This is an optimization exercise on Yosys and OpenROAD, whose aim is small area, not a production implementation. Only simulation tests tie the RTL to the original design; equivalence was not proved. The flow treats the clock pin as an ideal source, which a real chip does not have. No activity file was given, so power comes from the tool's default toggle rates.

==> flow/design.v <==
module fir_ao222n (
    input  logic a0, b0, a1, b1, a2, b2,
    output logic y
);
    assign y = ~((a0 & b0) | (a1 & b1) | (a2 & b2));
endmodule
module fir_ao22n (
    input  logic a0, b0, a1, b1,
    output logic y
);
    assign y = ~((a0 & b0) | (a1 & b1));
endmodule
module fir_tap_sequencer #(
    parameter int unsigned NTAPS     = 32,
    parameter int unsigned MAC_LAT   = 3,
    parameter int unsigned COEF_FRAC = 17
) (
    input  logic                     clk,
    input  logic                     rst,
    input  logic [23:0]              in_data,
    input  logic                     in_valid,
    output logic                     in_ready,
    input  logic                     coef_we,
    input  logic [$clog2(NTAPS)-1:0] coef_addr,
    input  logic [17:0]              coef_data,
    output logic [24:0]              mac_a,
    output logic [17:0]              mac_b,
    output logic [47:0]              mac_c,
    input  logic [47:0]              mac_out,
    input  logic                     mac_valid,
    output logic [23:0]              out_data,
    output logic                     out_valid,
    output logic                     err
);
    localparam int unsigned AW = $clog2(NTAPS);
    localparam int unsigned NG = NTAPS / 3;       
    typedef enum logic [1:0] {
        StIdle,
        StRun,
        StDrain,
        StOut
    } state_e;
    state_e             state_q;
    logic [AW-1:0]      cnt_q;
    logic [AW:0]        fill_q;        
    logic [47:0]        acc_q;
    logic [23:0]        out_data_q;
    logic               err_q;
    logic [1:0]         ign_q;
    logic [23:0]        ring_q [NTAPS];
    logic [17:0]        coef_q [NTAPS];
    logic               idle, run, drain;
    logic               accept;
    logic               rotate;
    logic               last_tap;
    logic               mac_live;
    logic               valid_pred;
    logic [47:0]        acc_sum;
    logic [23:0]        fmt_data;
    assign idle     = (state_q == StIdle);
    assign run      = (state_q == StRun);
    assign drain    = (state_q == StDrain);
    assign accept   = idle & in_valid;
    assign last_tap = (cnt_q == AW'(NTAPS - 1));
    assign rotate   = run & ~last_tap;
    assign mac_live = run & (cnt_q >= AW'(MAC_LAT));
    assign acc_sum  = acc_q + mac_out;
    always_comb begin
        if (acc_sum[47:40] == 8'h00 || acc_sum[47:40] == 8'hff) begin
            fmt_data = acc_sum[40:17];
        end else if (!acc_sum[47] || acc_sum[46:16] == '0) begin
            fmt_data = 24'h7fffff;
        end else begin
            fmt_data = 24'h800000;
        end
    end
    always_comb begin
        mac_a = '0;
        mac_c = '0;
        if (run) begin
            if (fill_q[AW] || (cnt_q < fill_q[AW-1:0])) begin
                mac_a = {ring_q[0][23], ring_q[0]};
            end
        end
        if (mac_live) begin
            mac_c = mac_out;
        end
    end
    logic [NTAPS-1:0] tap_sel;
    always_comb begin
        tap_sel = '0;
        tap_sel[cnt_q] = run;
    end
    for (genvar b = 0; b < 18; b++) begin : g_rd
        logic [NG:0] grp_n;
        for (genvar j = 0; j < NG; j++) begin : g_grp
            fir_ao222n u_ao (
                .a0(tap_sel[3*j]),   .b0(coef_q[3*j][b]),
                .a1(tap_sel[3*j+1]), .b1(coef_q[3*j+1][b]),
                .a2(tap_sel[3*j+2]), .b2(coef_q[3*j+2][b]),
                .y (grp_n[j])
            );
        end
        fir_ao22n u_ao_last (
            .a0(tap_sel[3*NG]),   .b0(coef_q[3*NG][b]),
            .a1(tap_sel[3*NG+1]), .b1(coef_q[3*NG+1][b]),
            .y (grp_n[NG])
        );
        assign mac_b[b] = ~&grp_n;
    end
    always_ff @(posedge clk) begin
        if (rst) begin
            state_q <= StIdle;
        end else begin
            unique case (state_q)
                StIdle:  if (in_valid) state_q <= StRun;
                StRun:   if (last_tap) state_q <= StDrain;
                StDrain: if (cnt_q == AW'(MAC_LAT - 1)) state_q <= StOut;
                default: state_q <= StIdle;
            endcase
        end
    end
    always_ff @(posedge clk) begin
        if (idle || (run && last_tap)) begin
            cnt_q <= '0;
        end else begin
            cnt_q <= cnt_q + 1'b1;
        end
    end
    always_ff @(posedge clk) begin
        if (rst) begin
            fill_q <= '0;
        end else if (accept && !fill_q[AW]) begin
            fill_q <= fill_q + 1'b1;
        end
    end
    always_ff @(posedge clk) begin
        if (drain) begin
            acc_q <= acc_sum;
        end else begin
            acc_q <= 48'(1) << (COEF_FRAC - 1);
        end
    end
    always_ff @(posedge clk) begin
        if (rst) begin
            out_data_q <= '0;
        end else if (drain && cnt_q == AW'(MAC_LAT - 1)) begin
            out_data_q <= fmt_data;
        end
    end
    assign valid_pred = mac_live | drain;
    always_ff @(posedge clk) begin
        if (rst) begin
            ign_q <= 2'(MAC_LAT);
            err_q <= 1'b0;
        end else begin
            if (ign_q != '0) begin
                ign_q <= ign_q - 1'b1;
            end
            if (ign_q == '0 && mac_valid != valid_pred) begin
                err_q <= 1'b1;
            end
        end
    end
    always_ff @(posedge clk) begin
        if (accept) begin
            ring_q[0] <= in_data;
        end else if (rotate) begin
            ring_q[0] <= ring_q[1];
        end
    end
    for (genvar i = 1; i < NTAPS; i++) begin : g_ring
        always_ff @(posedge clk) begin
            if (rotate) begin
                ring_q[i] <= ring_q[(i + 1) % NTAPS];
            end
        end
    end
    always_ff @(posedge clk) begin
        if (idle && coef_we) begin
            coef_q[coef_addr] <= coef_data;
        end
    end
    assign in_ready  = idle;
    assign out_data  = out_data_q;
    assign out_valid = (state_q == StOut);
    assign err       = err_q;
endmodule
==> flow/flow/run.sh <==
#!/bin/bash
# The standard layout (standard synthesis unchanged), with two changes after synthesis:
#  * port buffers are sky130_fd_sc_hd__buf_1 instead of the resizer's default choice;
#  * CTS clusters about 16 sinks under each clkbuf_8 leaf and inserts no dummy loads.
# The make output goes to standard_flow.log; ORFS writes each step's log under orfs/logs/.
set -euo pipefail
cd "$(dirname "$0")/.."
bash standard.sh \
  "CTS_ARGS=-sink_clustering_enable -repair_clock_nets -dont_use_dummy_load -sink_clustering_size 16 -sink_clustering_max_diameter 60 -buf_list sky130_fd_sc_hd__clkbuf_8" \
  "BUFFER_PORTS_ARGS=-buffer_cell sky130_fd_sc_hd__buf_1" \
  finish > standard_flow.log 2>&1
==> flow/standard.sh <==
#!/bin/bash
# synth_recipe.tcl (not shown) runs the flow's synth.tcl, then flattens the netlist and writes it again
# the make line also repeats each setting of config.mk as NAME=value (left out here)
make -C /OpenROAD-flow-scripts/flow DESIGN_CONFIG=/design/flow/config.mk WORK_HOME=/design/flow/orfs CLKGATE_MAP_FILE= SYNTH_SCRIPT=/design/flow/synth_recipe.tcl "${@:-finish}"
==> flow/config.mk <==
export PLATFORM = sky130hd
export DESIGN_NAME = fir_tap_sequencer
export DESIGN_NICKNAME = fir_tap_sequencer
export VERILOG_FILES = /design/flow/design.v
export SDC_FILE = /design/flow/constraint.sdc
export NUM_CORES = 4
export LEC_CHECK = 0
export CAP_MARGIN = 20
export CORE_MARGIN = 2
export CORE_UTILIZATION = 70
export PLACE_DENSITY = 0.75
export SLEW_MARGIN = 20
export SYNTH_HIERARCHICAL = 1
==> flow/constraint.sdc <==
create_clock -name core_clock -period 10.0 [get_ports {clk}]
set_input_delay 2.0000 -clock core_clock [delete_from_list [all_inputs] [get_ports {clk}]]
set_output_delay 2.0000 -clock core_clock [all_outputs]
set_load 0.01 [all_outputs]
==> flow_metrics.env, run 1 <==
export IMPL_status="complete, no violations"
export IMPL_register_area_um2=42100
export IMPL_pwr_density_cell_nw_per_um2=236
export IMPL_tightest_slew_ns=1.18
export IMPL_yosys_area_top_type="edfxtp_1"
export IMPL_cts_tree="done"
export IMPL_power_switching_uw=3390
export IMPL_fin_skew_ns=0.102
export IMPL_multi_input_area_um2=8250
export IMPL_rsz0062_at_grt="no"
export IMPL_rr_startpoint="acc_q[0]"
export IMPL_io_pins=218
export IMPL_via_count=26195
export IMPL_hold_class="flop to flop"
export IMPL_crit_type="flop to output pin"
export IMPL_final_cells=3952
export IMPL_core_area_um2=71500
export IMPL_critPathRequiredTime_ns=8.00
export IMPL_synth_edf_count=1344
export IMPL_cts_root_buf="clkbuf_8"
export IMPL_clock_latency_ns=0.73
export IMPL_whs_path_depth=0
export IMPL_gr_total_overflow=0
export IMPL_grt_antenna_before_repair=5
export IMPL_seq_area_frac_synth_pct=83.2
export IMPL_min_delay_start="ring_q[27][11]"
export IMPL_start_util_pct=70.8
export IMPL_dp_hpwl_um=67100
export IMPL_fin_nets=3162
export IMPL_dr_pass1_iters=8
export IMPL_clock_sinks=1432
export IMPL_worstPathMaxFanout=18
export IMPL_cts_htree_levels=3
export IMPL_utilization_pct=76.2
export IMPL_hold_buffers=0
export IMPL_holdPathEnd="ring_q[26][11]"
export IMPL_dieArea_um2=74400
export IMPL_cts_resized_gates=0
export IMPL_ff2ff_setup_slack_ns=5.12
export IMPL_crit_path_end_kind="output pin"
export IMPL_grt_max_degree=203
export IMPL_yosys_warnings=9
export IMPL_pwr_share_clk_pct=19.9
export IMPL_cp_data_arrival_time_ns=5.11
export IMPL_dp_cells=3842
export IMPL_fin_crit_ns=7.11
export IMPL_die_y_um=273
export IMPL_synth_top_area_share_pct=79.8
export IMPL_clk_pin_slew_ns=0.09
export IMPL_wl_um=106000
export IMPL_max_freq_mhz=141
export IMPL_async_reset_ff_share_pct=0
export IMPL_synth_area_top_cells="edfxtp_1 80%, a222oi_1 3.6%, dfxtp_1 3.5%, nor2_1 1.6%, ha_1 1.5%"
export IMPL_cts_setup_buffers=0
export IMPL_place_congestion=0.911
export IMPL_row_count=98
export IMPL_die_width_um=273
export IMPL_grt_usage_pct=28.4
export IMPL_clock_path_buffers=3
export IMPL_grt_pass1_wl_um=155000
export IMPL_critPathLaunchType="flop"
export IMPL_vias_per_cell=6.63
export IMPL_drc=0
export IMPL_hold_viol_final=0
export IMPL_setup_viol=0
export IMPL_dr_first_iter_drc_count=3995
export IMPL_relSlewSlack_pct=21.4
export IMPL_ys_flop_type="edfxtp_1"
export IMPL_final_max_slew_viol_count=0
export IMPL_yosysMostFrequentCell="edfxtp_1"
export IMPL_syn_inst=2672
export IMPL_netSwitchingFraction_pct=26.3
export IMPL_avgRoutedWirePerCell_um=26.8
export IMPL_power_leakage_uw=0.0172
export IMPL_irDropWorstVdd_mv=0.244
export IMPL_min_period_over_period_pct=71.1
export IMPL_synth_commonest_cells="1344 x edfxtp_1, 209 x nor2_1, 180 x a222oi_1"
export IMPL_cellInternalPower_uw=9480
export IMPL_ys_ff_latch=1432
export IMPL_syn_to_final_growth_pct=7.67
export IMPL_fillerInstances=3817
export IMPL_synth_area_per_cell_um2=18.9
export IMPL_cts_buffers=104
export IMPL_combPwrFrac_pct=14.2
export IMPL_crit_start="cnt_q[0]"
export IMPL_rr_endpoint="out_data_q[2]"
export IMPL_port_buffers=217
export IMPL_p_seq_share_pct=66.0
export IMPL_synth_cell_types=74
export IMPL_drv_cap=0
export IMPL_synth_area_um2=50600
export IMPL_r2r_cells=13
export IMPL_ant_nets=0
export IMPL_drive_gt1_share_pct=9.91
export IMPL_grt_pass1_vias=24896
-- final cells by class --
cell class / count / area share, %
Sequential cell: 1432 / 77.3
Multi-Input combinational cell: 1149 / 15.1
Clock buffer: 104 / 2.63
Timing Repair Buffer: 287 / 2.54
Tap cell: 950 / 2.18
Inverter: 26 / 0.179
Antenna cell: 4 / 0.0184
-- power groups by stage --
stage | Clock, uW | Sequential, uW | Combinational, uW
after floorplan | 0 | 8770 | 1180
after global placement | 0 | 8540 | 1750
after detailed placement | 0 | 8590 | 1810
after CTS | 2610 | 8510 | 1810
after global routing | 2800 | 8570 | 1980
final | 2560 | 8490 | 1820
-- state kept, by name, summed over array words and instances, names as in the netlist --
name and flops:
ring_q 768, coef_q 576, acc_q 48, out_data_q 24
fill_q 6, cnt_q 5, ign_q 2, state_q 2
err_q 1
-- placed cells by master, fill, tap and decap left out, types with 19 or more instances in the layout --
cell      netlist  final
a222oi_1      180    180
edfxtp_1     1344   1344
dfxtp_1        88     86
xor2_1         19     19
mux2_2         24     24
a21oi_1        67     67
o21ai_0        45     45
clkbuf_8        0    104
nand2_1        86     86
inv_1          26     25
xnor2_1        33     33
buf_1           1    216
and2_1         85     85
buf_4           2     65
nor3_1         24     21
a211oi_2       21     21
ha_1           61     58
nor2_2          0     20
nor2_1        209    187
nand4_1        87     87
-- layer usage --
layer | vias to the layer above | GRT usage (%) | wire length, um
met3 | 179 | 4.38 | 10400
li1 | 11462 | - | -
met1 | 13069 | 42.2 | 42200
met4 | 0 | 7.81 | 2740
met5 | - | 0 | 0
met2 | 1485 | 45.0 | 50800
-- Yosys stat by module, one instance, submodules excluded --
module | cell area (um2) | flip-flops and latches | copies in the design | cells inside
fir_ao222n | 10.0 | 0 | 180 | 1
fir_tap_sequencer | 48600 | 1432 | 1 | 2474
fir_ao22n | 12.5 | 0 | 18 | 1
-- worst max-delay path, stage by stage, from the launching register on --
cell,delay (ns)
dfxtp_1,0.58
inv_1,0.21
ha_1,0.37
nor3b_1,0.20
o22ai_1,0.14
a21oi_1,0.08
a31oi_1,0.74
nor2_1,0.09
buf_4,0.25
a222oi_1,0.61
nand4_1,0.25
nor2_1,0.30
nand4_1,0.39
buf_1,0.24
-- how the worst max path moves through the flow --
| stage | end | slack [ns] | cells past startpoint |
|---|---|---|---|
| finish | mac_b[15] | 2.89 | 13 |
| global placement | out_data_q[2] | 3.35 | 14 |
| global route | mac_b[15] | 2.74 | 13 |
| CTS | mac_b[11] | 3.02 | 13 |
| detailed placement | out_data_q[2] | 3.06 | 14 |
| floorplan | state_q[0] | -2.81 | 7 |
-- per-stage QoR --
| step | instance area, um2 | hold slack, ns | setup TNS (ns) | worst slack (ns) | total power, uW |
|---|---|---|---|---|---|
| 2_1_floorplan | 50700 | 0.400 | -1744.67 | -2.81 | 9950 |
| 3_3_place_gp | 53000 | 0.401 | 0 | 3.35 | 10300 |
| 3_5_place_dp | 53000 | 0.405 | 0 | 3.06 | 10400 |
| 4_1_cts | 54400 | 0.348 | 0 | 3.02 | 12900 |
| 5_1_grt | 54500 | 0.362 | 0 | 2.74 | 13300 |
| 6_report | 54500 | 0.356 | 0 | 2.89 | 12900 |
-- kinds of logic after synthesis --
family	Yosys count	synth area share, %
xor gates and xnor gates	52	0.900
muxes	30	0.653
adders and majority gates	62	1.55
DFF	1432	83.2
buffers and inverters	91	0.752
and+or+nand+nor	569	5.59
AOI/OAI and AO/OA	436	7.31
==> inputs of run 2 (changes only) <==
--- a/flow/design.v
+++ b/flow/design.v
@@ -3,6 +3,20 @@
     output logic y
 );
     assign y = ~((a0 & b0) | (a1 & b1) | (a2 & b2));
+endmodule
+module fir_fa (
+    input  logic a, b, c,
+    output logic s, co
+);
+    assign s  = a ^ b ^ c;
+    assign co = (a & b) | (a & c) | (b & c);
+endmodule
+module fir_ha (
+    input  logic a, b,
+    output logic s, co
+);
+    assign s  = a ^ b;
+    assign co = a & b;
 endmodule
 module fir_ao22n (
     input  logic a0, b0, a1, b1,
@@ -42,7 +56,7 @@
     } state_e;
     state_e             state_q;
     logic [AW-1:0]      cnt_q;
-    logic [AW:0]        fill_q;        
+    logic               first_q;       
     logic [47:0]        acc_q;
     logic [23:0]        out_data_q;
     logic               err_q;
@@ -64,7 +78,31 @@
     assign last_tap = (cnt_q == AW'(NTAPS - 1));
     assign rotate   = run & ~last_tap;
     assign mac_live = run & (cnt_q >= AW'(MAC_LAT));
-    assign acc_sum  = acc_q + mac_out;
+    localparam logic [48:0] ACC_BLK_START = {1'b1, 48'h0101_0101_0101};
+    logic [47:0] add_s0;       
+    logic [48:0] add_rc;       
+    logic [47:0] add_inc;      
+    logic [48:0] add_ones;     
+    logic [48:0] add_bc;       
+    assign add_bc[0] = 1'b0;
+    for (genvar i = 0; i < 48; i++) begin : g_add
+        if (ACC_BLK_START[i]) begin : g_start
+            fir_ha u_ha (.a(acc_q[i]), .b(mac_out[i]), .s(add_s0[i]), .co(add_rc[i+1]));
+            assign add_ones[i+1] = add_s0[i];
+            assign add_inc[i]    = add_bc[i];
+        end else begin : g_mid
+            fir_fa u_fa (.a(acc_q[i]), .b(mac_out[i]), .c(add_rc[i]), .s(add_s0[i]),
+                         .co(add_rc[i+1]));
+            assign add_ones[i+1] = add_ones[i] & add_s0[i];
+        end
+        if (ACC_BLK_START[i+1]) begin : g_end
+            assign add_bc[i+1] = add_rc[i+1] | (add_ones[i+1] & add_bc[i]);
+            assign acc_sum[i]  = add_s0[i] ^ add_inc[i];
+        end else begin : g_in
+            assign add_bc[i+1] = add_bc[i];
+            fir_ha u_inc (.a(add_s0[i]), .b(add_inc[i]), .s(acc_sum[i]), .co(add_inc[i+1]));
+        end
+    end
     always_comb begin
         if (acc_sum[47:40] == 8'h00 || acc_sum[47:40] == 8'hff) begin
             fmt_data = acc_sum[40:17];
@@ -77,10 +115,8 @@
     always_comb begin
         mac_a = '0;
         mac_c = '0;
-        if (run) begin
-            if (fill_q[AW] || (cnt_q < fill_q[AW-1:0])) begin
-                mac_a = {ring_q[0][23], ring_q[0]};
-            end
+        if (run && !(first_q && cnt_q != '0)) begin
+            mac_a = {ring_q[0][23], ring_q[0]};
         end
         if (mac_live) begin
             mac_c = mac_out;
@@ -129,9 +165,9 @@
     end
     always_ff @(posedge clk) begin
         if (rst) begin
-            fill_q <= '0;
-        end else if (accept && !fill_q[AW]) begin
-            fill_q <= fill_q + 1'b1;
+            first_q <= 1'b1;
+        end else if (run && last_tap) begin
+            first_q <= 1'b0;
         end
     end
     always_ff @(posedge clk) begin
@@ -172,7 +208,7 @@
     for (genvar i = 1; i < NTAPS; i++) begin : g_ring
         always_ff @(posedge clk) begin
             if (rotate) begin
-                ring_q[i] <= ring_q[(i + 1) % NTAPS];
+                ring_q[i] <= (i == NTAPS - 1) ? mac_a[23:0] : ring_q[i + 1];
             end
         end
     end
==> flow/flow/run.sh (replaced) <==
#!/bin/bash
# The standard layout (standard synthesis unchanged), with these changes after synthesis:
#  * port buffers are sky130_fd_sc_hd__buf_1 instead of the resizer's default choice;
#  * CTS clusters about 16 sinks under each clkbuf_8 leaf and inserts no dummy loads;
#  * after CTS, flow/post_cts.tcl upsizes any clock buffer whose loads see a slow edge.
# The make output goes to standard_flow.log; ORFS writes each step's log under orfs/logs/.
set -euo pipefail
cd "$(dirname "$0")/.."
bash standard.sh \
  "CTS_ARGS=-sink_clustering_enable -repair_clock_nets -dont_use_dummy_load -sink_clustering_size 16 -sink_clustering_max_diameter 60 -buf_list sky130_fd_sc_hd__clkbuf_8" \
  "BUFFER_PORTS_ARGS=-buffer_cell sky130_fd_sc_hd__buf_1" \
  "POST_CTS_TCL=$PWD/flow/post_cts.tcl" \
  finish > standard_flow.log 2>&1
==> flow/flow/post_cts.tcl (new file) <==
proc clk_net_worst_slew { net } {
  set w 0.0
  foreach p [get_pins -of_objects $net -filter "direction==input"] {
    foreach e {rise fall} {
      set s [get_property $p slew_max_$e]
      if {$s > $w} { set w $s }
    }
  }
  return $w
}
proc clk_upsize_pass { nets target } {
  set next_size {
    sky130_fd_sc_hd__clkbuf_1 sky130_fd_sc_hd__clkbuf_2
    sky130_fd_sc_hd__clkbuf_2 sky130_fd_sc_hd__clkbuf_4
    sky130_fd_sc_hd__clkbuf_4 sky130_fd_sc_hd__clkbuf_8
    sky130_fd_sc_hd__clkbuf_8 sky130_fd_sc_hd__clkbuf_16
  }
  set n 0
  foreach net $nets {
    set w [clk_net_worst_slew $net]
    if {$w <= $target} continue
    set inst [get_cells -of_objects [get_pins -of_objects $net -filter "direction==output"]]
    set master [get_property $inst ref_name]
    if {![dict exists $next_size $master]} {
      puts "post_cts: [get_full_name $net] slew [format %.3f $w], driver $master kept"
      continue
    }
    replace_cell $inst [dict get $next_size $master]
    incr n
    puts "post_cts: [get_full_name $net] slew [format %.3f $w]: $master -> [dict get $next_size $master]"
  }
  estimate_parasitics -placement
  return $n
}
set leaf_target [expr {[info exists ::env(CLK_LEAF_SLEW_TARGET)] ? $::env(CLK_LEAF_SLEW_TARGET) : 0.110}]
set trunk_target [expr {[info exists ::env(CLK_TRUNK_SLEW_TARGET)] ? $::env(CLK_TRUNK_SLEW_TARGET) : 0.200}]
estimate_parasitics -placement
set trunk {}
set leaves {}
foreach net [get_nets clknet_*] {
  if {[string match clknet_leaf_* [get_full_name $net]]} { lappend leaves $net } else { lappend trunk $net }
}
set upsized [clk_upsize_pass $trunk $trunk_target]
incr upsized [clk_upsize_pass $leaves $leaf_target]
if {$upsized > 0} {
  detailed_placement
  check_placement -verbose
  estimate_parasitics -placement
}
set worst 0.0
foreach net $leaves {
  set w [clk_net_worst_slew $net]
  if {$w > $worst} { set worst $w }
}
puts "post_cts: upsized $upsized clock buffers; worst leaf-net load slew [format %.3f $worst]"
==> run 2 against run 1 <==
Net effect:
- final cell count shrank 11%
- final area decreased by 3.1%
- still clean on timing, DRC and antenna
- synthesized cell count is 16% lower
- worst setup slack worse by 1.6 ns
- combinational power decreased by 14%
- via count down 14%
- area after synthesis is 3.5% lower
- utilization increased by 0.48 points
- largest power group unchanged
- largest cell class unchanged
- clock power about the same
- worst hold slack gained 0.027 ns
==> flow_metrics.env, run 2 <==
export IMPL_port_buffers=217
export IMPL_avgRoutedWirePerCell_um=25.6
export IMPL_syn_to_final_growth_pct=8.12
export IMPL_largestRegisters="ring_q: 768 flops, coef_q: 576 flops, acc_q: 48 flops"
export IMPL_grt_busiest_layer="met2"
export IMPL_path_buf_inv=2
export IMPL_critical_path_max_stage_delay_ns=0.67
export IMPL_rr_endpoint="out_data_q[12]"
export IMPL_ant_nets=0
export IMPL_dpl_instance_area_um2=51300
export IMPL_use_met2_pct=39.3
export IMPL_ys_flop_type="edfxtp_1"
export IMPL_critPathLaunchType="input port"
export IMPL_cp_data_arrival_time_ns=9.25
export IMPL_worstPathMaxFanout=15
export IMPL_yosysMostFrequentCell="edfxtp_1"
export IMPL_cp_common_cell="ha_1"
export IMPL_synth_area_um2=48800
export IMPL_fin_skew_ns=0.0765
export IMPL_grt_max_degree=222
export IMPL_ff2ff_setup_slack_ns=2.41
export IMPL_power_leakage_uw=0.0168
export IMPL_critPathRequiredTime_ns=10.51
export IMPL_hold_viol_final=0
export IMPL_seq_area_frac_synth_pct=86.1
export IMPL_grt_usage_pct=25.3
export IMPL_met3_usage_pct=4.73
export IMPL_rsz0062_at_grt="no"
export IMPL_worst_path_max_delay_cell="or4_1"
export IMPL_r2r_cells=24
export IMPL_rr_startpoint="acc_q[8]"
export IMPL_synth_commonest_cells="1344 x edfxtp_1, 180 x a222oi_1, 119 x nor2_1"
export IMPL_synth_top_area_share_pct=82.7
export IMPL_clk_pin_slew_ns=0.10
export IMPL_io_pins=218
export IMPL_fin_nets=2804
export IMPL_yosys_area_top_type="edfxtp_1"
export IMPL_syn_inst=2245
export IMPL_grt_pass1_vias=22242
export IMPL_holdPathEnd="ring_q[16][3]"
export IMPL_die_width_um=268
export IMPL_dr_pass1_iters=6
export IMPL_utilization_pct=76.7
export IMPL_via_count=22550
export IMPL_final_max_slew_viol_count=0
export IMPL_whs_path_depth=0
export IMPL_grt_antenna_before_repair=4
export IMPL_min_delay_start="ring_q[17][3]"
export IMPL_clock_latency_ns=0.67
export IMPL_relSlewSlack_pct=20.7
export IMPL_fin_crit_ns=8.74
export IMPL_met1_usage_pct=36.6
export IMPL_grt_pass1_wl_um=133000
export IMPL_gr_total_overflow=0
export IMPL_synth_area_top_cells="edfxtp_1 83%, a222oi_1 3.7%, dfxtp_1 3.4%, fa_1 1.7%, and2_1 1.5%"
export IMPL_layout_commonest_cell="edfxtp_1"
export IMPL_wl_um=90400
export IMPL_dr_first_iter_drc_count=3014
export IMPL_start_util_pct=70.9
export IMPL_yosys_warnings=9
export IMPL_synth_cell_types=52
export IMPL_synth_edf_count=1344
export IMPL_setup_viol=0
export IMPL_crit_type="input port to flop"
export IMPL_mostFrequentLayoutCells="1344 x edfxtp_1, 216 x buf_1, 180 x a222oi_1"
export IMPL_crit_path_end_kind="flop"
export IMPL_hold_class="flop to flop"
export IMPL_place_congestion=0.863
export IMPL_clock_sinks=1427
export IMPL_drv_cap=0
export IMPL_irDropWorstVdd_mv=0.220
export IMPL_status="complete, no violations"
export IMPL_synth_area_per_cell_um2=21.7
export IMPL_row_count=96
export IMPL_max_freq_mhz=114
export IMPL_dp_hpwl_um=51500
export IMPL_core_area_um2=68800
export IMPL_async_reset_ff_share_pct=0
export IMPL_tightest_slew_ns=1.19
export IMPL_largest_reg_flops=768
export IMPL_min_period_over_period_pct=87.4
export IMPL_drive_gt1_share_pct=10.8
export IMPL_drc=0
export IMPL_dieArea_um2=71900
export IMPL_postLayoutCellArea_um2=52800
export IMPL_crit_family="adder cells"
export IMPL_ys_ff_latch=1427
export IMPL_cts_tree="done"
export IMPL_pwr_density_cell_nw_per_um2=237
export IMPL_die_y_um=268
export IMPL_vias_per_cell=6.38
export IMPL_top_register="ring_q"
run 2: cell types whose count changed after synthesis, moves of 26 or more:
cell	change
nor2_1	-90
a21oi_1	-63
nand2_1	-55
o21ai_0	-44
fa_1	+41
and2_1	+33
xnor2_1	-26
run 2: modules after synthesis (local to each module, per instance):
module	cells inside	cell area (um2)	times used	flip-flops and latches
fir_fa	1	20.0	42	0
fir_ao22n	1	12.5	18	0
fir_ha	1	12.5	48	0
fir_tap_sequencer	1957	45400	1	1427
fir_ao222n	1	10.0	180	0
run 2: worst reg2reg max path, delay by kind of cell, from the launching register on:
kind,cells,cell delay [ns]
AO/OA/AOI/OAI,3,0.68
AND/OR/NAND/NOR,5,1.68
adder cells (fa/ha/maj),15,4.46
flip-flops,1,0.31
buffers and inverters,1,0.33
run 2: worst max path at each step:
stage | end | slack (ns) | from | depth (start not counted)
after floorplan | ring_q[0][0] | -2.67 | cnt_q[1] | 5
after global placement | out_data_q[1] | 0.81 | mac_out[8] | 25
after detailed placement | out_data_q[2] | 0.66 | mac_out[8] | 25
after global routing | out_data_q[2] | 0.86 | mac_out[8] | 25
final | out_data_q[12] | 1.26 | mac_out[8] | 25
run 2: metrics by stage:
step                hold WS [ns]  power (uW)  instances  TNS (ns)  setup WS [ns]
global placement           0.402       10000       3432         0          0.805
detailed placement         0.405       10100       3432         0          0.657
global route               0.401       13000       3535         0          0.863
floorplan                  0.400        9750       2245  -1767.96          -2.67
finish                     0.383       12500       3535         0           1.26
run 2: per-layer routing:
| layer | vias to the layer above | part of all wire (%) |
|---|---|---|
| met5 | - | 0.014 |
| met4 | 2 | 3.2 |
| met3 | 168 | 9.1 |
| met2 | 1044 | 48 |
| met1 | 11426 | 40 |
| li1 | 9910 | - |
run 2: cell families (layout without fill, tap and decap cells):
| logic type | Yosys count | count (layout) | synth area share, % |
|---|---|---|---|
| adders and majority gates | 100 | 100 | 3.21 |
| and+or+nand+nor | 389 | 389 | 4.28 |
| DFF | 1427 | 1427 | 86.1 |
| AOI/OAI and AO/OA | 240 | 240 | 5.11 |
| muxes | 27 | 27 | 0.615 |
| buffers and inverters | 47 | 404 | 0.459 |
| xor gates and xnor gates | 14 | 14 | 0.251 |
| other | 1 | 3 | 0.00768 |
run 2: area by class of cell:
| cell class | instances | area [um2] |
|---|---|---|
| diodes | 2 | 5.00 |
| inverters | 10 | 37.5 |
| clock buffers | 100 | 1420 |
| flip-flops and latches | 1427 | 42000 |
| multi-input cells | 771 | 6690 |
| repair buffers | 294 | 1440 |
| well taps | 931 | 1160 |
| fillers | 3676 | 16000 |
run 2: power breakdown:
part	switching [uW]	total, uW	internal, uW
combinational	1170	1570	399
clock	1610	2550	936
sequential	330	8400	8070
==> inputs of run 3 (changes only) <==
==> flow/flow/run.sh (replaced) <==
#!/bin/bash
# The standard layout (standard synthesis unchanged), with these changes after synthesis:
#  * port buffers are sky130_fd_sc_hd__buf_1 instead of the resizer's default choice;
#  * CTS clusters about 16 sinks under each clkbuf_8 leaf and inserts no dummy loads;
#  * after CTS (flow/post_cts.tcl) and after global routing (flow/post_grt.tcl), any clock
#    buffer whose loads see a slow edge is upsized;
#  * the global-route step downsizes gates off the critical paths (RECOVER_POWER).
# The make output goes to standard_flow.log; ORFS writes each step's log under orfs/logs/.
set -euo pipefail
cd "$(dirname "$0")/.."
bash standard.sh \
  "CTS_ARGS=-sink_clustering_enable -repair_clock_nets -dont_use_dummy_load -sink_clustering_size 16 -sink_clustering_max_diameter 60 -buf_list sky130_fd_sc_hd__clkbuf_8" \
  "BUFFER_PORTS_ARGS=-buffer_cell sky130_fd_sc_hd__buf_1" \
  "POST_CTS_TCL=$PWD/flow/post_cts.tcl" \
  "POST_GLOBAL_ROUTE_TCL=$PWD/flow/post_grt.tcl" \
  "RECOVER_POWER=100" \
  finish > standard_flow.log 2>&1
--- a/flow/flow/post_cts.tcl
+++ b/flow/flow/post_cts.tcl
@@ -32,24 +32,26 @@
   estimate_parasitics -placement
   return $n
 }
-set leaf_target [expr {[info exists ::env(CLK_LEAF_SLEW_TARGET)] ? $::env(CLK_LEAF_SLEW_TARGET) : 0.110}]
+set leaf_target [expr {[info exists ::env(CLK_LEAF_SLEW_TARGET)] ? $::env(CLK_LEAF_SLEW_TARGET) : 0.105}]
 set trunk_target [expr {[info exists ::env(CLK_TRUNK_SLEW_TARGET)] ? $::env(CLK_TRUNK_SLEW_TARGET) : 0.200}]
-estimate_parasitics -placement
 set trunk {}
 set leaves {}
 foreach net [get_nets clknet_*] {
   if {[string match clknet_leaf_* [get_full_name $net]]} { lappend leaves $net } else { lappend trunk $net }
 }
-set upsized [clk_upsize_pass $trunk $trunk_target]
-incr upsized [clk_upsize_pass $leaves $leaf_target]
-if {$upsized > 0} {
+# Legalizing after an upsize moves cells, so measure again after each legalization.
+for {set pass 0} {$pass < 4} {incr pass} {
+  estimate_parasitics -placement
+  set upsized [clk_upsize_pass $trunk $trunk_target]
+  incr upsized [clk_upsize_pass $leaves $leaf_target]
+  if {$upsized == 0} break
   detailed_placement
   check_placement -verbose
-  estimate_parasitics -placement
 }
+estimate_parasitics -placement
 set worst 0.0
 foreach net $leaves {
   set w [clk_net_worst_slew $net]
   if {$w > $worst} { set worst $w }
 }
-puts "post_cts: upsized $upsized clock buffers; worst leaf-net load slew [format %.3f $worst]"
+puts "post_cts: worst leaf-net load slew [format %.3f $worst]"
==> flow/flow/post_grt.tcl (new file) <==
# Runs at the end of ORFS's global route step (POST_GLOBAL_ROUTE_TCL). The repairs and
# legalizations of that step can move flip-flops away from their clock buffer, so measure the
# clock nets again with global-route parasitics, upsize each clock buffer whose loads see a
# slow edge, and legalize and reroute the changed nets incrementally.
proc grt_clk_net_worst_slew { net } {
  set w 0.0
  foreach p [get_pins -of_objects $net -filter "direction==input"] {
    foreach e {rise fall} {
      set s [get_property $p slew_max_$e]
      if {$s > $w} { set w $s }
    }
  }
  return $w
}
set grt_next_size {
  sky130_fd_sc_hd__clkbuf_1 sky130_fd_sc_hd__clkbuf_2
  sky130_fd_sc_hd__clkbuf_2 sky130_fd_sc_hd__clkbuf_4
  sky130_fd_sc_hd__clkbuf_4 sky130_fd_sc_hd__clkbuf_8
  sky130_fd_sc_hd__clkbuf_8 sky130_fd_sc_hd__clkbuf_16
}
set grt_leaf_target 0.110
set grt_trunk_target 0.200
for {set pass 0} {$pass < 4} {incr pass} {
  estimate_parasitics -global_routing
  set upsized 0
  foreach net [get_nets clknet_*] {
    set target [expr {[string match clknet_leaf_* [get_full_name $net]] ? $grt_leaf_target : $grt_trunk_target}]
    set w [grt_clk_net_worst_slew $net]
    if {$w <= $target} continue
    set inst [get_cells -of_objects [get_pins -of_objects $net -filter "direction==output"]]
    set master [get_property $inst ref_name]
    if {![dict exists $grt_next_size $master]} {
      puts "post_grt: [get_full_name $net] slew [format %.3f $w], driver $master kept"
      continue
    }
    replace_cell $inst [dict get $grt_next_size $master]
    incr upsized
    puts "post_grt: [get_full_name $net] slew [format %.3f $w]: $master -> [dict get $grt_next_size $master]"
  }
  if {$upsized == 0} break
  global_route -start_incremental
  detailed_placement
  global_route -end_incremental
}
estimate_parasitics -global_routing
set worst 0.0
foreach net [get_nets clknet_leaf_*] {
  set w [grt_clk_net_worst_slew $net]
  if {$w > $worst} { set worst $w }
}
puts "post_grt: worst leaf-net load slew [format %.3f $worst]"
==> run 3 against run 2 <==
Net effect:
- clock power is 3% higher
- area after synthesis stayed put
- highest routed layer unchanged
- via count hardly changed
- critical endpoint is now out_data_q[11]
- critical path type unchanged
- critical path depth stayed put
- worst setup slack worse by 0.38 ns
- final area is 0.48% lower
- die area stayed put
- the layout now fails its checks (max-capacitance violations, max-slew violations)
==> flow_metrics.env, run 3 <==
export IMPL_dp_cells=3432
export IMPL_pwr_density_cell_nw_per_um2=241
export IMPL_drc=0
export IMPL_utilization_pct=76.3
export IMPL_worstPathMaxFanout=15
export IMPL_power_leakage_uw=0.0166
export IMPL_layout_commonest_cell="edfxtp_1"
export IMPL_critical_path_max_stage_delay_ns=0.64
export IMPL_seq_area_frac_synth_pct=86.1
export IMPL_min_period_over_period_pct=91.2
export IMPL_dp_hpwl_um=51500
export IMPL_start_util_pct=70.9
export IMPL_mostFrequentLayoutCells="1344 x edfxtp_1, 214 x buf_1, 180 x a222oi_1"
export IMPL_power_total_uw=12700
export IMPL_synth_compound_area_share_pct=5.11
export IMPL_synthAdderAreaFrac_pct=3.21
export IMPL_ys_ff_latch=1427
export IMPL_status="failed layout checks"
export IMPL_place_congestion=0.863
export IMPL_syn_to_final_growth_pct=7.59
export IMPL_yosys_warnings=9
export IMPL_critPathRequiredTime_ns=10.50
export IMPL_final_cells=3536
export IMPL_synth_commonest_cells="1344 x edfxtp_1, 180 x a222oi_1, 119 x nor2_1"
export IMPL_row_count=96
export IMPL_die_width_um=268
export IMPL_hold_viol_final=0
export IMPL_synth_area_top_cells="edfxtp_1 83%, a222oi_1 3.7%, dfxtp_1 3.4%, fa_1 1.7%, and2_1 1.5%"
export IMPL_violations="max-capacitance violations, max-slew violations"
export IMPL_yosys_mux_area_fraction_pct=0.615
export IMPL_cp_data_arrival_time_ns=9.62
export IMPL_worst_slack_ns=0.881
export IMPL_core_area_um2=68800
export IMPL_cp_common_cell="ha_1"
export IMPL_clock_sinks=1427
export IMPL_setup_viol=0
export IMPL_drive_gt1_share_pct=8.11
export IMPL_netSwitchingFraction_pct=24.5
export IMPL_top_register="ring_q"
export IMPL_syn_inst=2245
export IMPL_yosysMostFrequentCell="edfxtp_1"
export IMPL_fin_nets=2804
export IMPL_final_max_slew_viol_count=1215
export IMPL_crit_path_end_kind="flop"
export IMPL_tightest_slew_ns=4.61
export IMPL_grt_antenna_before_repair=4
export IMPL_max_freq_mhz=110
export IMPL_combPwrFrac_pct=12.1
export IMPL_drv_cap=22
export IMPL_cts_tree="done"
export IMPL_ant_nets=0
export IMPL_synth_area_um2=48800
export IMPL_power_switching_uw=3110
export IMPL_postLayoutCellArea_um2=52500
export IMPL_fin_skew_ns=0.0738
export IMPL_wl_um=90500
export IMPL_port_buffers=217
export IMPL_hold_class="flop to flop"
export IMPL_synth_area_per_cell_um2=21.7
export IMPL_synthSimpleGateAreaFrac_pct=4.28
export IMPL_irDropWorstVdd_mv=0.183
export IMPL_dieArea_um2=71900
export IMPL_dp_slack_ns=0.657
export IMPL_fin_crit_ns=9.12
export IMPL_critPathLaunchType="input port"
export IMPL_crit_type="input port to flop"
export IMPL_cellInternalPower_uw=9550
export IMPL_grt_pass1_wl_um=133000
export IMPL_die_y_um=268
export IMPL_grt_pass1_vias=22229
export IMPL_ys_flop_type="edfxtp_1"
export IMPL_synth_cell_types=52
export IMPL_via_count=22547
export IMPL_vias_per_cell=6.38
export IMPL_synth_top_family_by_area="compound AO/OA/AOI/OAI gates"
export IMPL_p_seq_share_pct=67.2
export IMPL_largest_reg_flops=768
export IMPL_synth_edf_count=1344
export IMPL_relSlewSlack_pct=-207
export IMPL_clock_latency_ns=0.66
export IMPL_io_pins=218
export IMPL_synth_top_area_share_pct=82.7
export IMPL_worst_path_max_delay_cell="or4_1"
export IMPL_dr_first_iter_drc_count=3099
export IMPL_clk_pin_slew_ns=0.10
export IMPL_dpl_instance_area_um2=51300
export IMPL_grt_usage_pct=25.3
export IMPL_grt_max_degree=222
export IMPL_yosys_area_top_type="edfxtp_1"
export IMPL_async_reset_ff_share_pct=0
export IMPL_avgRoutedWirePerCell_um=25.6
export IMPL_largestRegisters="ring_q: 768 flops, coef_q: 576 flops, acc_q: 48 flops"
export IMPL_dr_pass1_iters=6
export IMPL_pwr_share_clk_pct=20.7
export IMPL_yosys_area_share_xor_xnor_pct=0.251
export IMPL_gr_total_overflow=0
[run 3: cells by family after synthesis]
kind of cell	count (synthesis)
xor+xnor	14
simple gates	389
mux	27
other cells	1
compound gates	240
buf+inv	47
fa+ha+maj	100
flops	1427
[run 3: stage by stage]
stage	hold WS [ns]	setup TNS, ns
detailed placement	0.405	0
floorplan	0.400	-1767.96
finish	0.389	0
global placement	0.402	0
[run 3: power by group through the flow]
stage / Clock, uW / Combinational [uW] / Sequential [uW]
final: 2620 / 1530 / 8500
after detailed placement: 0 / 1580 / 8500
after global placement: 0 / 1530 / 8490
after floorplan: 0 / 999 / 8750
[run 3: layout make-up]
| class | count | area, um2 |
|---|---|---|
| multi-input combinational | 771 | 6590 |
| clock buffer | 100 | 1510 |
| timing repair buffer | 294 | 1200 |
| antenna | 3 | 7.51 |
| fill | 3742 | 16300 |
| tap | 931 | 1160 |
| sequential | 1427 | 42000 |
| inverter | 10 | 37.5 |
[run 3: Yosys stat by module, one instance, submodules excluded]
module | copies in the design | flip-flops and latches
fir_tap_sequencer | 1 | 1427
fir_fa | 42 | 0
fir_ao22n | 18 | 0
fir_ha | 48 | 0
fir_ao222n | 180 | 0
[run 3: worst paths after layout]
| kind | from | end | slack (ns) | cells past startpoint |
|---|---|---|---|---|
| max | mac_out[8] | out_data_q[11] | 0.88 | 25 |
| min | ring_q[17][3] | ring_q[16][3] | 0.39 | 0 |
| max reg2reg | cnt_q[0] | ring_q[2][11] | 1.56 | 6 |
| min reg2reg | ring_q[17][3] | ring_q[16][3] | 0.39 | 0 |
[run 3: routing by layer]
| layer | share of wire [%] | vias up | track usage (%) |
|---|---|---|---|
| li1 | - | 9917 | - |
| met1 | 40 | 11428 | 36.6 |
| met2 | 48 | 1035 | 39.3 |
| met3 | 9.0 | 165 | 4.68 |
| met4 | 3.2 | 2 | 9.54 |
| met5 | 0.014 | - | 0 |
[run 3: worst max-delay path, delay by kind of cell]
| family | cells | cell delay, ns |
|---|---|---|
| AND/OR/NAND/NOR | 5 | 1.77 |
| buffers and inverters | 2 | 0.60 |
| AO/OA/AOI/OAI | 3 | 0.79 |
| adder cells (fa/ha/maj) | 15 | 4.44 |
==> inputs of run 4 (changes only) <==
--- a/flow/design.v
+++ b/flow/design.v
@@ -18,11 +18,17 @@
     assign s  = a ^ b;
     assign co = a & b;
 endmodule
-module fir_ao22n (
+module fir_ao22 (
     input  logic a0, b0, a1, b1,
     output logic y
 );
-    assign y = ~((a0 & b0) | (a1 & b1));
+    assign y = (a0 & b0) | (a1 & b1);
+endmodule
+module fir_ao21 (
+    input  logic a, b, c,
+    output logic y
+);
+    assign y = (a & b) | c;
 endmodule
 module fir_tap_sequencer #(
     parameter int unsigned NTAPS     = 32,
@@ -78,7 +84,7 @@
     assign last_tap = (cnt_q == AW'(NTAPS - 1));
     assign rotate   = run & ~last_tap;
     assign mac_live = run & (cnt_q >= AW'(MAC_LAT));
-    localparam logic [48:0] ACC_BLK_START = {1'b1, 48'h0101_0101_0101};
+    localparam logic [48:0] ACC_BLK_START = {1'b1, 48'h1101_0101_0101};
     logic [47:0] add_s0;       
     logic [48:0] add_rc;       
     logic [47:0] add_inc;      
@@ -103,14 +109,19 @@
             fir_ha u_inc (.a(add_s0[i]), .b(add_inc[i]), .s(acc_sum[i]), .co(add_inc[i+1]));
         end
     end
-    always_comb begin
-        if (acc_sum[47:40] == 8'h00 || acc_sum[47:40] == 8'hff) begin
-            fmt_data = acc_sum[40:17];
-        end else if (!acc_sum[47] || acc_sum[46:16] == '0) begin
-            fmt_data = 24'h7fffff;
-        end else begin
-            fmt_data = 24'h800000;
-        end
+    logic fmt_fit;         
+    logic fmt_pos;         
+    logic fmt_sat_lo;      
+    logic fmt_sat_hi;      
+    assign fmt_fit    = (acc_sum[47:40] == 8'h00) || (acc_sum[47:40] == 8'hff);
+    assign fmt_pos    = !acc_sum[47] || (acc_sum[46:16] == '0);
+    assign fmt_sat_lo = !fmt_fit && fmt_pos;
+    assign fmt_sat_hi = !fmt_fit && !fmt_pos;
+    for (genvar i = 0; i < 24; i++) begin : g_fmt
+        fir_ao21 u_fmt (
+            .a(fmt_fit), .b(acc_sum[17+i]), .c((i == 23) ? fmt_sat_hi : fmt_sat_lo),
+            .y(fmt_data[i])
+        );
     end
     always_comb begin
         mac_a = '0;
@@ -137,9 +148,10 @@
                 .y (grp_n[j])
             );
         end
-        fir_ao22n u_ao_last (
+        fir_ao222n u_ao_last (
             .a0(tap_sel[3*NG]),   .b0(coef_q[3*NG][b]),
             .a1(tap_sel[3*NG+1]), .b1(coef_q[3*NG+1][b]),
+            .a2(1'b0),            .b2(1'b0),
             .y (grp_n[NG])
         );
         assign mac_b[b] = ~&grp_n;
@@ -177,12 +189,18 @@
             acc_q <= 48'(1) << (COEF_FRAC - 1);
         end
     end
-    always_ff @(posedge clk) begin
-        if (rst) begin
-            out_data_q <= '0;
-        end else if (drain && cnt_q == AW'(MAC_LAT - 1)) begin
-            out_data_q <= fmt_data;
-        end
+    logic       out_load, out_keep;
+    logic [23:0] out_data_d;
+    assign out_load = !rst && drain && (cnt_q == AW'(MAC_LAT - 1));
+    assign out_keep = !rst && !(drain && (cnt_q == AW'(MAC_LAT - 1)));
+    for (genvar i = 0; i < 24; i++) begin : g_out
+        fir_ao22 u_out (
+            .a0(out_load), .b0(fmt_data[i]), .a1(out_keep), .b1(out_data_q[i]),
+            .y (out_data_d[i])
+        );
+    end
+    always_ff @(posedge clk) begin
+        out_data_q <= out_data_d;
     end
     assign valid_pred = mac_live | drain;
     always_ff @(posedge clk) begin
@@ -198,11 +216,16 @@
             end
         end
     end
-    always_ff @(posedge clk) begin
-        if (accept) begin
-            ring_q[0] <= in_data;
-        end else if (rotate) begin
-            ring_q[0] <= ring_q[1];
+    logic [23:0] ring0_d;
+    for (genvar i = 0; i < 24; i++) begin : g_ring0
+        fir_ao22 u_r0 (
+            .a0(accept), .b0(in_data[i]), .a1(!accept), .b1(ring_q[1][i]),
+            .y (ring0_d[i])
+        );
+    end
+    always_ff @(posedge clk) begin
+        if (accept || rotate) begin
+            ring_q[0] <= ring0_d;
         end
     end
     for (genvar i = 1; i < NTAPS; i++) begin : g_ring
--- a/flow/flow/run.sh
+++ b/flow/flow/run.sh
@@ -3,8 +3,7 @@
 #  * port buffers are sky130_fd_sc_hd__buf_1 instead of the resizer's default choice;
 #  * CTS clusters about 16 sinks under each clkbuf_8 leaf and inserts no dummy loads;
 #  * after CTS (flow/post_cts.tcl) and after global routing (flow/post_grt.tcl), any clock
-#    buffer whose loads see a slow edge is upsized;
-#  * the global-route step downsizes gates off the critical paths (RECOVER_POWER).
+#    buffer whose loads see a slow edge is upsized.
 # The make output goes to standard_flow.log; ORFS writes each step's log under orfs/logs/.
 set -euo pipefail
 cd "$(dirname "$0")/.."
@@ -13,5 +12,4 @@
   "BUFFER_PORTS_ARGS=-buffer_cell sky130_fd_sc_hd__buf_1" \
   "POST_CTS_TCL=$PWD/flow/post_cts.tcl" \
   "POST_GLOBAL_ROUTE_TCL=$PWD/flow/post_grt.tcl" \
-  "RECOVER_POWER=100" \
   finish > standard_flow.log 2>&1
==> run 4 against run 3 <==
Net effect:
- the run now finishes clean
- clock skew increased by 0.026 ns
- sequential power shrank 1%
- utilization up 0.69 points
- combinational power up 3%
- sequential cell count is the same
- synthesized cell count fell by 1.3%
- fmax rose by 5.5%
- critical path depth is 2 higher
- via count grew 1.2%
- wire length rose by 0.37%
- die area decreased by 0.58%
==> flow_metrics.env, run 4 <==
export IMPL_dp_cells=3464
export IMPL_ys_flop_type="edfxtp_1"
export IMPL_synth_cell_types=45
export IMPL_final_cells=3567
export IMPL_yosys_area_share_xor_xnor_pct=0.253
export IMPL_synthAdderAreaFrac_pct=3.19
export IMPL_grt_antenna_before_repair=5
export IMPL_clk_pin_slew_ns=0.09
export IMPL_via_count=22822
export IMPL_grt_max_degree=92
export IMPL_ff2ff_setup_slack_ns=2.50
export IMPL_yosys_area_top_type="edfxtp_1"
export IMPL_setup_viol=0
export IMPL_grt_pass1_vias=22089
export IMPL_cp_common_cell="ha_1"
export IMPL_tightest_slew_ns=1.13
export IMPL_min_delay_start="ring_q[18][22]"
export IMPL_dr_pass1_iters=6
export IMPL_clock_sinks=1427
export IMPL_relSlewSlack_pct=24.3
export IMPL_layout_commonest_cell="edfxtp_1"
export IMPL_critPathLaunchType="input port"
export IMPL_synth_compound_area_share_pct=5.66
export IMPL_rr_startpoint="acc_q[0]"
export IMPL_rr_endpoint="out_data_q[19]"
export IMPL_utilization_pct=77.0
export IMPL_yosysMostFrequentCell="edfxtp_1"
export IMPL_syn_to_final_growth_pct=8.83
export IMPL_worst_path_max_delay_cell="o311ai_0"
export IMPL_dr_first_iter_drc_count=3248
export IMPL_avgRoutedWirePerCell_um=25.5
export IMPL_cts_tree="done"
export IMPL_largestRegisters="ring_q: 768 flops, coef_q: 576 flops, acc_q: 48 flops"
export IMPL_dp_hpwl_um=54700
export IMPL_synth_edf_count=1344
export IMPL_drc=0
export IMPL_whs_path_depth=0
export IMPL_die_width_um=267
export IMPL_combPwrFrac_pct=12.5
export IMPL_async_reset_ff_share_pct=0
export IMPL_io_pins=218
export IMPL_hold_class="flop to flop"
export IMPL_worst_slack_ns=1.36
export IMPL_r2r_cells=26
export IMPL_critPathRequiredTime_ns=10.52
export IMPL_synth_top_family_by_area="compound AO/OA/AOI/OAI gates"
export IMPL_row_count=96
export IMPL_hold_viol_final=0
export IMPL_yosys_warnings=9
export IMPL_crit_type="input port to flop"
export IMPL_power_leakage_uw=0.0172
export IMPL_worstPathMaxFanout=23
export IMPL_synth_commonest_cells="1344 x edfxtp_1, 198 x a222oi_1, 121 x and2_1"
export IMPL_cellInternalPower_uw=9450
export IMPL_synth_area_top_cells="edfxtp_1 83%, a222oi_1 4.1%, dfxtp_1 3.4%, fa_1 1.7%, and2_1 1.6%"
export IMPL_top_register="ring_q"
export IMPL_syn_inst=2215
export IMPL_largest_reg_flops=768
export IMPL_final_max_slew_viol_count=0
export IMPL_start_util_pct=70.8
export IMPL_ant_nets=0
export IMPL_fin_nets=2836
export IMPL_p_seq_share_pct=67.0
export IMPL_synthSimpleGateAreaFrac_pct=3.93
export IMPL_synth_area_per_cell_um2=21.9
export IMPL_place_congestion=0.897
export IMPL_synth_top_area_share_pct=83.2
export IMPL_grt_pass1_wl_um=134000
export IMPL_power_switching_uw=3060
export IMPL_fin_crit_ns=8.64
export IMPL_max_freq_mhz=116
export IMPL_die_y_um=267
export IMPL_drive_gt1_share_pct=8.46
export IMPL_gr_total_overflow=0
export IMPL_path_buf_inv=3
export IMPL_ys_ff_latch=1427
export IMPL_seq_area_frac_synth_pct=86.6
export IMPL_crit_family="adder cells"
export IMPL_irDropWorstVdd_mv=0.153
export IMPL_vias_per_cell=6.40
export IMPL_cp_data_arrival_time_ns=9.16
export IMPL_mostFrequentLayoutCells="1344 x edfxtp_1, 217 x buf_1, 198 x a222oi_1"
export IMPL_critical_path_max_stage_delay_ns=0.70
export IMPL_fin_skew_ns=0.0997
export IMPL_grt_usage_pct=25.5
export IMPL_crit_path_end_kind="flop"
export IMPL_wl_um=90800
export IMPL_clock_latency_ns=0.67
export IMPL_holdPathEnd="ring_q[17][22]"
export IMPL_min_period_over_period_pct=86.4
export IMPL_netSwitchingFraction_pct=24.5
export IMPL_status="complete, no violations"
export IMPL_yosys_mux_area_fraction_pct=0.0825
export IMPL_timing_hold_ws_ns=0.363
export IMPL_core_area_um2=68600
export IMPL_pwr_share_clk_pct=20.4
export IMPL_drv_cap=0
export IMPL_pwr_density_cell_nw_per_um2=237
export IMPL_synth_area_um2=48500
export IMPL_dieArea_um2=71500
export IMPL_port_buffers=217
export IMPL_dp_slack_ns=0.864
==> run 4: cell types whose count changed after synthesis, moves of 8 or more <==
| cell | before | now |
|---|---|---|
| clkbuf_1 | 27 | 19 |
| a222oi_1 | 180 | 198 |
| a311oi_2 | 20 | 0 |
| nand2_1 | 31 | 12 |
| a22oi_2 | 18 | 0 |
| nor2_1 | 119 | 95 |
| a21o_1 | 3 | 26 |
| mux2_2 | 24 | 0 |
| a22o_1 | 0 | 48 |
==> run 4: cells by family after synthesis <==
group | count (synthesis)
flops | 1427
simple gates | 344
compound gates | 291
fa+ha+maj | 99
buf+inv | 35
xor+xnor | 14
mux | 4
other cells | 1
==> run 4: power by group through the flow <==
stage	Sequential, uW	Combinational, uW	Clock (uW)
2_1_floorplan	8750	996	0
3_3_place_gp	8480	1500	0
3_5_place_dp	8500	1570	0
6_report	8390	1570	2560
==> run 4: area by class of cell <==
cell class / instances / area [um2]
diodes: 1 / 2.50
clock buffers: 101 / 1470
fillers: 3604 / 15800
inverters: 12 / 45.0
multi-input cells: 789 / 6600
flip-flops and latches: 1427 / 42000
well taps: 931 / 1160
repair buffers: 306 / 1520
==> run 4: worst max path at each step <==
stage	start	end	slack, ns	depth (start not counted)
after floorplan	cnt_q[1]	ring_q[0][0]	-3.22	5
after global placement	mac_out[8]	out_data_q[20]	1.01	27
after detailed placement	mac_out[8]	out_data_q[17]	0.86	27
final	mac_out[0]	out_data_q[19]	1.36	27
==> run 4: per-stage QoR <==
| step | instance area [um2] | TNS, ns | power [uW] |
|---|---|---|---|
| after floorplan | 48700 | -1772.24 | 9750 |
| final | 52800 | 0 | 12500 |
| after detailed placement | 51300 | 0 | 10100 |
| after global placement | 51300 | 0 | 9980 |
==> run 4: Yosys stat by module (local to each module, per instance) <==
module / cells / flip-flops and latches / times used / area (um2)
fir_fa: 1 / 0 / 41 / 20.0
fir_ao22: 1 / 0 / 48 / 8.76
fir_ha: 1 / 0 / 48 / 12.5
fir_ao21: 1 / 0 / 24 / 7.51
fir_tap_sequencer: 1856 / 1427 / 1 / 44500
fir_ao222n: 1 / 0 / 198 / 10.0
==> run 4: layer usage <==
metal | wire [um] | track usage [%] | vias to the layer above
li1 | - | - | 9983
met1 | 36500 | 37.1 | 11575
met2 | 43400 | 40.3 | 1079
met3 | 7900 | 4.25 | 181
met4 | 2990 | 8.64 | 4
met5 | 18 | 0 | -
==> inputs of run 5 (changes only) <==
--- a/flow/design.v
+++ b/flow/design.v
@@ -17,6 +17,12 @@
 );
     assign s  = a ^ b;
     assign co = a & b;
+endmodule
+module fir_ao22n (
+    input  logic a0, b0, a1, b1,
+    output logic y
+);
+    assign y = ~((a0 & b0) | (a1 & b1));
 endmodule
 module fir_ao22 (
     input  logic a0, b0, a1, b1,
@@ -85,12 +91,12 @@
     assign rotate   = run & ~last_tap;
     assign mac_live = run & (cnt_q >= AW'(MAC_LAT));
     localparam logic [48:0] ACC_BLK_START = {1'b1, 48'h1101_0101_0101};
+    localparam int unsigned ACC_BLK0      = 8;    
     logic [47:0] add_s0;       
     logic [48:0] add_rc;       
     logic [47:0] add_inc;      
     logic [48:0] add_ones;     
     logic [48:0] add_bc;       
-    assign add_bc[0] = 1'b0;
     for (genvar i = 0; i < 48; i++) begin : g_add
         if (ACC_BLK_START[i]) begin : g_start
             fir_ha u_ha (.a(acc_q[i]), .b(mac_out[i]), .s(add_s0[i]), .co(add_rc[i+1]));
@@ -101,7 +107,10 @@
                          .co(add_rc[i+1]));
             assign add_ones[i+1] = add_ones[i] & add_s0[i];
         end
-        if (ACC_BLK_START[i+1]) begin : g_end
+        if (i < ACC_BLK0) begin : g_blk0
+            assign add_bc[i+1] = (i == ACC_BLK0 - 1) ? add_rc[i+1] : 1'b0;
+            assign acc_sum[i]  = add_s0[i];
+        end else if (ACC_BLK_START[i+1]) begin : g_end
             assign add_bc[i+1] = add_rc[i+1] | (add_ones[i+1] & add_bc[i]);
             assign acc_sum[i]  = add_s0[i] ^ add_inc[i];
         end else begin : g_in
@@ -148,10 +157,9 @@
                 .y (grp_n[j])
             );
         end
-        fir_ao222n u_ao_last (
+        fir_ao22n u_ao_last (
             .a0(tap_sel[3*NG]),   .b0(coef_q[3*NG][b]),
             .a1(tap_sel[3*NG+1]), .b1(coef_q[3*NG+1][b]),
-            .a2(1'b0),            .b2(1'b0),
             .y (grp_n[NG])
         );
         assign mac_b[b] = ~&grp_n;
==> run 5 against run 4 <==
Net effect:
- critical path type unchanged
- power rose by 0.47%
- clock skew down 0.023 ns
- area after synthesis shrank 0.10%
- combinational power hardly changed
- critical path depth is the same
- sequential power barely moved
- still clean on timing, DRC and antenna
- worst hold slack hardly changed
- critical endpoint is now out_data_q[5]
- global-route usage down 0.15 points
==> flow_metrics.env, run 5 <==
export IMPL_final_cells=3522
export IMPL_r2r_cells=26
export IMPL_ys_flop_type="edfxtp_1"
export IMPL_max_freq_mhz=116
export IMPL_yosys_area_top_type="edfxtp_1"
export IMPL_irDropWorstVdd_mv=0.279
export IMPL_drc=0
export IMPL_crit_path_end_kind="flop"
export IMPL_clk_pin_slew_ns=0.09
export IMPL_critPathRequiredTime_ns=10.54
export IMPL_synth_cell_types=46
export IMPL_crit_type="input port to flop"
export IMPL_dp_cells=3417
export IMPL_seq_area_frac_synth_pct=86.7
export IMPL_worstPathMaxFanout=23
export IMPL_top_register="ring_q"
export IMPL_place_congestion=0.841
export IMPL_vias_per_cell=6.38
export IMPL_utilization_pct=76.8
export IMPL_dp_hpwl_um=51900
export IMPL_wl_um=90000
export IMPL_min_period_over_period_pct=86.3
export IMPL_syn_inst=2206
export IMPL_gr_total_overflow=0
export IMPL_relSlewSlack_pct=24.3
export IMPL_hold_viol_final=0
export IMPL_yosysMostFrequentCell="edfxtp_1"
export IMPL_die_y_um=267
export IMPL_drive_gt1_share_pct=9.27
export IMPL_avgRoutedWirePerCell_um=25.5
export IMPL_largestRegisters="ring_q: 768 flops, coef_q: 576 flops, acc_q: 48 flops"
export IMPL_power_total_uw=12600
export IMPL_fillerInstances=3665
export IMPL_hold_class="flop to flop"
export IMPL_grt_usage_pct=25.3
export IMPL_grt_antenna_before_repair=3
export IMPL_synth_area_top_cells="edfxtp_1 83%, a222oi_1 3.7%, dfxtp_1 3.4%, fa_1 1.7%, and2_1 1.6%"
export IMPL_synth_top_area_share_pct=83.2
export IMPL_drv_cap=0
export IMPL_final_max_slew_viol_count=0
export IMPL_port_buffers=217
export IMPL_core_area_um2=68600
export IMPL_whs_path_depth=0
export IMPL_synth_commonest_cells="1344 x edfxtp_1, 180 x a222oi_1, 121 x and2_1"
export IMPL_critPathLaunchType="input port"
export IMPL_tightest_slew_ns=1.13
export IMPL_synth_edf_count=1344
export IMPL_die_width_um=267
export IMPL_yosys_warnings=9
export IMPL_clock_latency_ns=0.67
export IMPL_pwr_density_cell_nw_per_um2=239
export IMPL_dr_first_iter_drc_count=3114
export IMPL_ant_nets=0
export IMPL_async_reset_ff_share_pct=0
export IMPL_grt_pass1_wl_um=132000
export IMPL_setup_viol=0
export IMPL_row_count=96
export IMPL_status="complete, no violations"
export IMPL_largest_reg_flops=768
export IMPL_dieArea_um2=71400
export IMPL_fin_nets=2782
export IMPL_fin_skew_ns=0.0768
export IMPL_mostFrequentLayoutCells="1344 x edfxtp_1, 217 x buf_1, 180 x a222oi_1"
export IMPL_start_util_pct=70.7
export IMPL_clock_sinks=1427
export IMPL_synth_area_um2=48500
export IMPL_grt_max_degree=209
export IMPL_grt_pass1_vias=22145
export IMPL_io_pins=218
export IMPL_cts_tree="done"
export IMPL_dr_pass1_iters=9
export IMPL_syn_to_final_growth_pct=8.67
export IMPL_ys_ff_latch=1427
export IMPL_layout_commonest_cell="edfxtp_1"
export IMPL_via_count=22470
export IMPL_synth_area_per_cell_um2=22.0
export IMPL_cp_data_arrival_time_ns=9.17
export IMPL_power_leakage_uw=0.0171
export IMPL_fin_crit_ns=8.63
## run 5: cell count changes in the layout (fill, tap and decap cells not counted), moves of 4 or more
cell      delta
conb_1      -37
a222oi_1    -18
a22oi_2     +18
ha_1         -7
buf_4        -6
buf_6        +4
## run 5: cells by family (layout without fill, tap and decap cells)
group	after synthesis	count (layout)	synth area share, %
buffers and inverters	36	418	0.312
DFF	1427	1427	86.7
xor gates and xnor gates	13	13	0.235
other	0	3	0
AOI/OAI and AO/OA	291	291	5.75
and+or+nand+nor	343	343	3.94
adders and majority gates	92	92	3.01
muxes	4	4	0.0826
## run 5: layout make-up
class / count / area, um2 / area share [%]
inverter: 12 / 45.0 / 0.0855
tap: 931 / 1160 / 2.21
clock buffer: 101 / 1490 / 2.83
multi-input combinational: 743 / 6420 / 12.2
timing repair buffer: 305 / 1540 / 2.91
antenna: 3 / 7.51 / 0.0142
sequential: 1427 / 42000 / 79.8
## run 5: final timing paths
| kind | startpoint | to | slack, ns |
|---|---|---|---|
| worst max register to register | acc_q[8] | out_data_q[5] | 2.47 |
| worst max-delay path | mac_out[8] | out_data_q[5] | 1.37 |
| worst min-delay path | ring_q[21][4] | ring_q[20][4] | 0.36 |
| worst min register to register | ring_q[21][4] | ring_q[20][4] | 0.36 |
## run 5: worst max-delay path, cell delays in order
cell	delay, ns
buf_1	0.08
ha_1	0.19
fa_1	0.38
fa_1	0.39
fa_1	0.39
fa_1	0.39
fa_1	0.40
fa_1	0.41
fa_1	0.48
and4_1	0.21
a41o_1	0.30
o311ai_0	0.75
inv_1	0.11
ha_1	0.22
ha_1	0.18
ha_1	0.18
ha_1	0.18
ha_1	0.18
ha_1	0.18
ha_1	0.32
nor3_1	0.15
and4_1	0.21
nand4_1	0.13
mux2i_1	0.17
buf_4	0.30
a21o_1	0.13
a22o_1	0.13
## run 5: per-module statistics from Yosys (local to each module, per instance)
module | copies in the design | cell area [um2]
fir_ao22 | 48 | 8.76
fir_fa | 41 | 20.0
fir_tap_sequencer | 1 | 44500
fir_ao21 | 24 | 7.51
fir_ha | 41 | 12.5
fir_ao22n | 18 | 12.5
fir_ao222n | 180 | 10.0
## run 5: where the power goes
group	total, uW	switching, uW	internal (uW)
sequential	8410	340	8070
combinational	1570	1150	417
clock	2600	1620	985
total	12600	3110	9470
## run 5: stage by stage
| stage | hold slack (ns) | setup slack, ns | area (um2) | TNS [ns] |
|---|---|---|---|---|
| 2_1_floorplan | 0.400 | -3.22 | 48500 | -1772.24 |
| 3_3_place_gp | 0.403 | 0.981 | 51100 | 0 |
| 3_5_place_dp | 0.405 | 0.803 | 51200 | 0 |
| 6_report | 0.363 | 1.37 | 52700 | 0 |
## run 5: layer usage
| layer | vias up | GRT usage, % | wire length [um] |
|---|---|---|---|
| li1 | 9876 | - | - |
| met1 | 11342 | 36.3 | 36300 |
| met2 | 1038 | 39.4 | 42500 |
| met3 | 214 | 3.96 | 7260 |
| met4 | 0 | 11.8 | 3940 |
| met5 | - | 0 | 0 |

==> port drivers added, routing unchanged <==
The flow's constraints put no driver on any port. The routed layouts listed below were extracted and timed again, unchanged, in two steps. Step 1 (the two cells are an assumption about what drives the block):
set clk [get_ports {clk}]
set_driving_cell -lib_cell sky130_fd_sc_hd__clkbuf_16 $clk
set_driving_cell -lib_cell sky130_fd_sc_hd__buf_2 [delete_from_list [all_inputs] $clk]
Step 2 moves the port delays by t, midway between the first and last clock arrival at a register: inputs arrive t later, outputs are due t later. That takes back most of the time a late clock gives input paths. Three values: no drivers, after step 1, after step 2; two values: the first two.
run	t, ns	setup WS [ns]	clock arrival spread, ns	worst data-port slew with drivers (ns)
run 1	0.760	2.885 / 2.823 / 3.275	0.129 / 0.130	0.09
run 2	0.692	1.263 / 1.302 / 0.610	0.080 / 0.080	0.09
run 3	0.688	0.881 / 0.918 / 0.231	0.077 / 0.077	0.09
run 4	0.686	1.360 / 1.402 / 0.716	0.100 / 0.101	0.12
run 5	0.695	1.369 / 1.411 / 0.717	0.082 / 0.083	0.07
The setup slack of run 2, which loses most, moves by +0.039 ns with the drivers and by -0.653 ns with both steps.
